This is an optimization exercise on Yosys and OpenROAD, whose aim is small area, a short achievable clock period and few clock cycles, not a production implementation. Only simulation tests tie the RTL to the original design; equivalence was not proved. Power is estimated from default activity; no workload was simulated.

==> design.v <==
module dmem_sync #(
  parameter int DATA_W = 8,
  parameter int ADDR_W = 8,
  parameter int DEPTH  = 256
) (
  input  logic              clk,
  input  logic              rst,
  input  logic              clr,
  input  logic              req_valid,
  input  logic              req_we,
  input  logic [ADDR_W-1:0] req_addr,
  input  logic [DATA_W-1:0] req_wdata,
  output logic              req_ready,
  output logic              rsp_valid,
  output logic [DATA_W-1:0] rsp_rdata,
  output logic              busy
);
  localparam int                IDX_W     = (DEPTH > 1) ? $clog2(DEPTH) : 1;
  localparam logic [ADDR_W:0]   DEPTH_EXT = (ADDR_W+1)'(DEPTH);
  localparam logic [ADDR_W-1:0] LAST_PTR  = ADDR_W'(DEPTH - 1);
  localparam int WORD_W = DATA_W;
  typedef enum logic {
    ST_CLEAR,
    ST_IDLE
  } state_t;
  state_t            state_q, state_d;
  logic [ADDR_W-1:0] ptr_q, ptr_d;
  logic              rsp_valid_q, rsp_valid_d;
  logic [DATA_W-1:0] rsp_rdata_q, rsp_rdata_d;
  logic [WORD_W-1:0] mem [DEPTH];
  logic              in_range;
  logic [WORD_W-1:0] rd_word;
  logic              mem_we;
  logic [IDX_W-1:0]  mem_idx;
  logic [WORD_W-1:0] mem_wword;
  always_comb begin
    state_d     = state_q;
    ptr_d       = ptr_q;
    rsp_valid_d = 1'b0;
    rsp_rdata_d = '0;
    mem_we      = 1'b0;
    mem_idx     = req_addr[IDX_W-1:0];
    mem_wword   = '0;
    in_range    = ({1'b0, req_addr} < DEPTH_EXT);
    rd_word     = in_range ? mem[req_addr[IDX_W-1:0]] : '0;
    case (state_q)
      ST_CLEAR: begin
        mem_we  = 1'b1;
        mem_idx = ptr_q[IDX_W-1:0];
        if (clr) begin
          ptr_d = '0;
        end else if (ptr_q == LAST_PTR) begin
          state_d = ST_IDLE;
          ptr_d   = '0;
        end else begin
          ptr_d = ptr_q + ADDR_W'(1);
        end
      end
      ST_IDLE: begin
        if (clr) begin
          state_d = ST_CLEAR;
          ptr_d   = '0;
        end else if (req_valid) begin
          if (req_we) begin
            mem_we    = in_range;
            mem_wword = req_wdata;
          end else begin
            rsp_valid_d = 1'b1;
            rsp_rdata_d = rd_word[DATA_W-1:0];
          end
        end
      end
      default: begin
        state_d = ST_CLEAR;
        ptr_d   = '0;
      end
    endcase
  end
  always_ff @(posedge clk) begin
    if (mem_we) begin
      mem[mem_idx] <= mem_wword;
    end
  end
  always_ff @(posedge clk or posedge rst) begin
    if (rst) begin
      state_q     <= ST_CLEAR;
      ptr_q       <= '0;
      rsp_valid_q <= 1'b0;
      rsp_rdata_q <= '0;
    end else begin
      state_q     <= state_d;
      ptr_q       <= ptr_d;
      rsp_valid_q <= rsp_valid_d;
      rsp_rdata_q <= rsp_rdata_d;
    end
  end
  assign busy      = (state_q == ST_CLEAR);
  assign req_ready = (state_q == ST_IDLE) && !clr;
  assign rsp_valid = rsp_valid_q;
  assign rsp_rdata = rsp_rdata_q;
endmodule
==> run.sh <==
#!/bin/bash
# synth_recipe.tcl (not shown) runs the flow's synth.tcl, then flattens the netlist and writes it again
# the make line also repeats each setting of config.mk as NAME=value (left out here)
make -C /OpenROAD-flow-scripts/flow DESIGN_CONFIG=/design/flow/config.mk WORK_HOME=/design/flow/orfs CLKGATE_MAP_FILE= SYNTH_SCRIPT=/design/flow/synth_recipe.tcl finish
==> config.mk <==
export PLATFORM = sky130hd
export DESIGN_NAME = dmem_sync
export DESIGN_NICKNAME = dmem_sync
export VERILOG_FILES = /design/flow/design.v
export SDC_FILE = /design/flow/constraint.sdc
export NUM_CORES = 4
export LEC_CHECK = 0
export CAP_MARGIN = 20
export CORE_MARGIN = 2
export CORE_UTILIZATION = 40
export SLEW_MARGIN = 20
==> constraint.sdc <==
create_clock -name core_clock -period 5.0 [get_ports {clk}]
set_input_delay 1.0000 -clock core_clock [delete_from_list [all_inputs] [get_ports {clk}]]
set_output_delay 1.0000 -clock core_clock [all_outputs]
set_load 0.01 [all_outputs]
==> impl_metrics.csv <==
group,metric,value,unit
sta,max-slew-margin-rel,0.2006,
cts,clock_latency,0.86,ns
critical_path,end_kind,"register",
die,num_rows,165,
synth,synth_nets,4141,
grt,busiest_layer,"met2",
route,postRouteAntennaNets,0,
critical_path,cp_top_family,"simple AND/OR/NAND/NOR gates",
layout,syn2layout_area_growth,14.73,%
cts,worst_setup_hold_path_clk_slew,0.07,ns
cts,cts_buffers,199,
synth,synth-seq-cells,2066,
synth,synth.distinct_cells,75,
sta,timing.fmax,251.0,MHz
sta,finClkSkew,0.06436,ns
synth,synth_ff_type,"edfxtp_1",
sta,rsz0062_at_grt,"no",
grt,grt_use_met2,0.3464,
route,wl_per_cell,31.76,µm
die,pin_count,32,
die,die_y,455.8,µm
layout,final_nets,4568,
grt,grt_usage,0.2229,
sta,fin_setup_tns,0,ns
route,drt_iter0_drc,5952,
synth,yosys.area.top_type,"edfxtp_1",
pwr,ir_drop,0.0003400,V
placement,dp_cells,7017,
critical_path,crit_chain,"clkdlybuf4s50_1 > nor3b_2 > nand2_1 > or2_2 > a41oi_1 > a21oi_1 > nand3_1 > o21ai_0",
cts,clkSinkCount,2066,
die,start_util,0.4032,
flow_run,drv_cap,0,
cts,cts.path.max_buffers,3,
route,first_pass_iters,6,
grt,grtUsageMet1,0.3093,
synth,synth.top_cell.area_share,0.7532,
cts,cts_hold_buffers,0,
critical_path,cp.buffers_inverters,1,
layout,fin_cells,7394,
critical_path,worstPathArrival,4.70,ns
critical_path,crit_type,"in2reg",
sta,fin_crit,3.984,ns
cts,htree_levels,4,
run_status,status,"complete, no violations",
grt,grt_pass1_vias,42770,
min_path,hold_class,"reg2reg",
critical_path,critPathMaxFanout,19,
synth,synth_area_per_cell,19.82,µm²
die,die-area,0.2077,mm²
route,num_vias,43530,
critical_path,setup.worst_path.start_class,"primary input",
cts,post_cts_buffers,0,
synth,synth_seq_area_share,0.7587,
cts,ctsResizeCount,0,
critical_path,cpPeakStageDelay,1.05,ns
synth,yosys_warnings,1,
critical_path,cp_slowest_cell,"nor3b_2",
pwr,p_total,0.03463,W
synth,synth-edff-count,2048,
grt,grt_pass1_wl,330.0,mm
pwr,pwr_density_cell,369.7,mW/mm²
sta,finalSetupViolations,0,
critical_path,cp.required,5.72,ns
grt,grt_max_degree,124,
synth,syn_area,0.08165,mm²
synth,ys_top_cells_by_area,"edfxtp_1 75%, mux4_2 8.6%, mux2i_1 3.4%, mux4_1 2.2%, nor2_1 1.6%",
route,wirelength,234.8,mm
sta,post-route-period-util,0.7968,
layout,multi_input_area,0.01784,mm²
placement,io_buffers,31,
grt,grt_overflow,0,
layout,drive_gt1_frac,0.2279,
placement,dpl.hpwl,153.9,mm
route,drc,0,
synth,synthArstFlopShare,0.008712,
layout,regArea,0.06195,mm²
placement,gp_congestion,0.9699,
sta,slew_viol_final,0,
sta,tightest_slew,1.187,ns
die,core_area,0.2025,mm²
sta,hold_viol_final,0,
layout,n_fill_cell,16930,
cts,cts_root_buffer,"clkbuf_16",
cts,cts_tree,"done",
synth,synthCells,4119,
die,die_width,455.8,µm
grt,antenna_found_initial,10,
pwr,total_leakage_power,32.07,nW
route,vias_per_cell,5.887,
grt,use_met3,0.04430,
## layer usage
metal	wire [µm]	up-vias
met5	62	-
met4	10030	10
met3	19990	387
met2	108900	2085
met1	95830	23150
li1	-	17900
## cell type report
type                    count  area share
well taps                2672     0.03569
repair buffers            478     0.04561
flip-flops and latches   2066      0.6613
multi-input cells        1795      0.1905
inverters                   6   0.0002939
clock buffers             264     0.05697
clock inverters           107    0.009457
diodes                      6   0.0001603
## through the flow
step	cell area (µm²)	worst slack (ns)	utilization	hold slack (ns)
final	93670	1.016	0.4625	0.6444
after global routing	93670	1.129	0.4625	0.6594
after CTS	93660	1.284	0.4625	0.6172
after detailed placement	87440	0.3844	0.4317	0.5993
after global placement	87440	0.3324	0.4317	0.6096
after floorplan	81660	0.7416	-	0.5265
## cell usage in the layout (no fill, tap or decap), types with 56 or more instances in the layout
master | Yosys | routed
mux2i_1 | 281 | 281
clkbuf_1 | 75 | 56
nand2_1 | 128 | 128
mux4_2 | 312 | 312
o21ai_0 | 71 | 71
o22ai_1 | 85 | 85
clkbuf_16 | 0 | 201
mux4_1 | 67 | 67
nor3_1 | 100 | 99
nor2_1 | 340 | 339
edfxtp_1 | 2048 | 2048
buf_4 | 28 | 399
o221ai_1 | 62 | 62
## state kept, by name, summed over array words and instances (netlist names)
name	flops
mem	2048
ptr_q	8
rsp_rdata_q	8
rsp_valid_q	1
state_q	1
## path summary, 6_finish.rpt
check / from / to / cells after the start / slack, ns
worst max-delay path: req_addr[3] / rsp_rdata_q[2] / 8 / 1.02
worst min-delay path: ptr_q[5] / ptr_q[5] / 1 / 0.64
worst max register to register: state_q / mem[76][1] / 10 / 1.38
worst min register to register: ptr_q[5] / ptr_q[5] / 1 / 0.64
max in group asynchronous: rst / rsp_rdata_q[0] / 2 / 3.74
min in group asynchronous: rst / ptr_q[0] / 2 / 0.66
## cells by family after synthesis
group | Yosys count | synth area share
DFF | 2066 | 0.7587
and+or+nand+nor | 731 | 0.04009
muxes | 666 | 0.1429
AOI/OAI and AO/OA | 393 | 0.03436
buffers and inverters | 258 | 0.02334
xor gates and xnor gates | 4 | 0.0004292
adders and majority gates | 1 | 0.0001532
## power by group
part | leakage, nW | internal, W | switching [W]
Clock | 3.03 | 0.00803 | 0.00646
Sequential | 20.6 | 0.0188 | 0.0000111
Combinational | 8.43 | 0.000475 | 0.000888
Total | 32.1 | 0.0273 | 0.00736
## synth_stat cells, drive strengths merged, types with 11 or more instances
| master | number |
|---|---|
| a211oi | 28 |
| a21oi | 36 |
| a221oi | 12 |
| a22oi | 11 |
| and2 | 16 |
| buf | 172 |
| clkbuf | 78 |
| dfrtp | 18 |
| edfxtp | 2048 |
| mux2i | 281 |
| mux4 | 379 |
| nand2 | 129 |
| nand3 | 48 |
| nand4 | 12 |
| nor2 | 340 |
| nor3 | 100 |
| nor4 | 24 |
| o21ai | 74 |
| o221ai | 70 |
| o22ai | 86 |
| o32ai | 11 |
| or3 | 18 |
Testbench counts, summed over its fixed seeds: cycles 140,951.

[afterwards: timing with drivers on the ports]
No port has a modelled driver above. Below, the same layout with a new extraction and two added sets of constraints. Step 1 assumes that a clkbuf_16 drives the clock port and a buf_2 every other input. Step 2 moves the port delays by t, midway between the first and last clock arrival at a register: inputs arrive t later, outputs are due t later. That takes back most of the time a late clock gives input paths. Three values: no drivers, after step 1, after step 2; two values: the first two.
t (ns): 0.910
setup slack, ns: 1.016 / 1.041 / 0.130
worst hold slack (ns): 0.644 / 0.598 / 0.644
worst slew at a driven data input, ns: 0.09
After both steps setup and hold are still met in this run. The setup slack of this run moves by +0.025 ns with the drivers and by -0.886 ns with both steps.
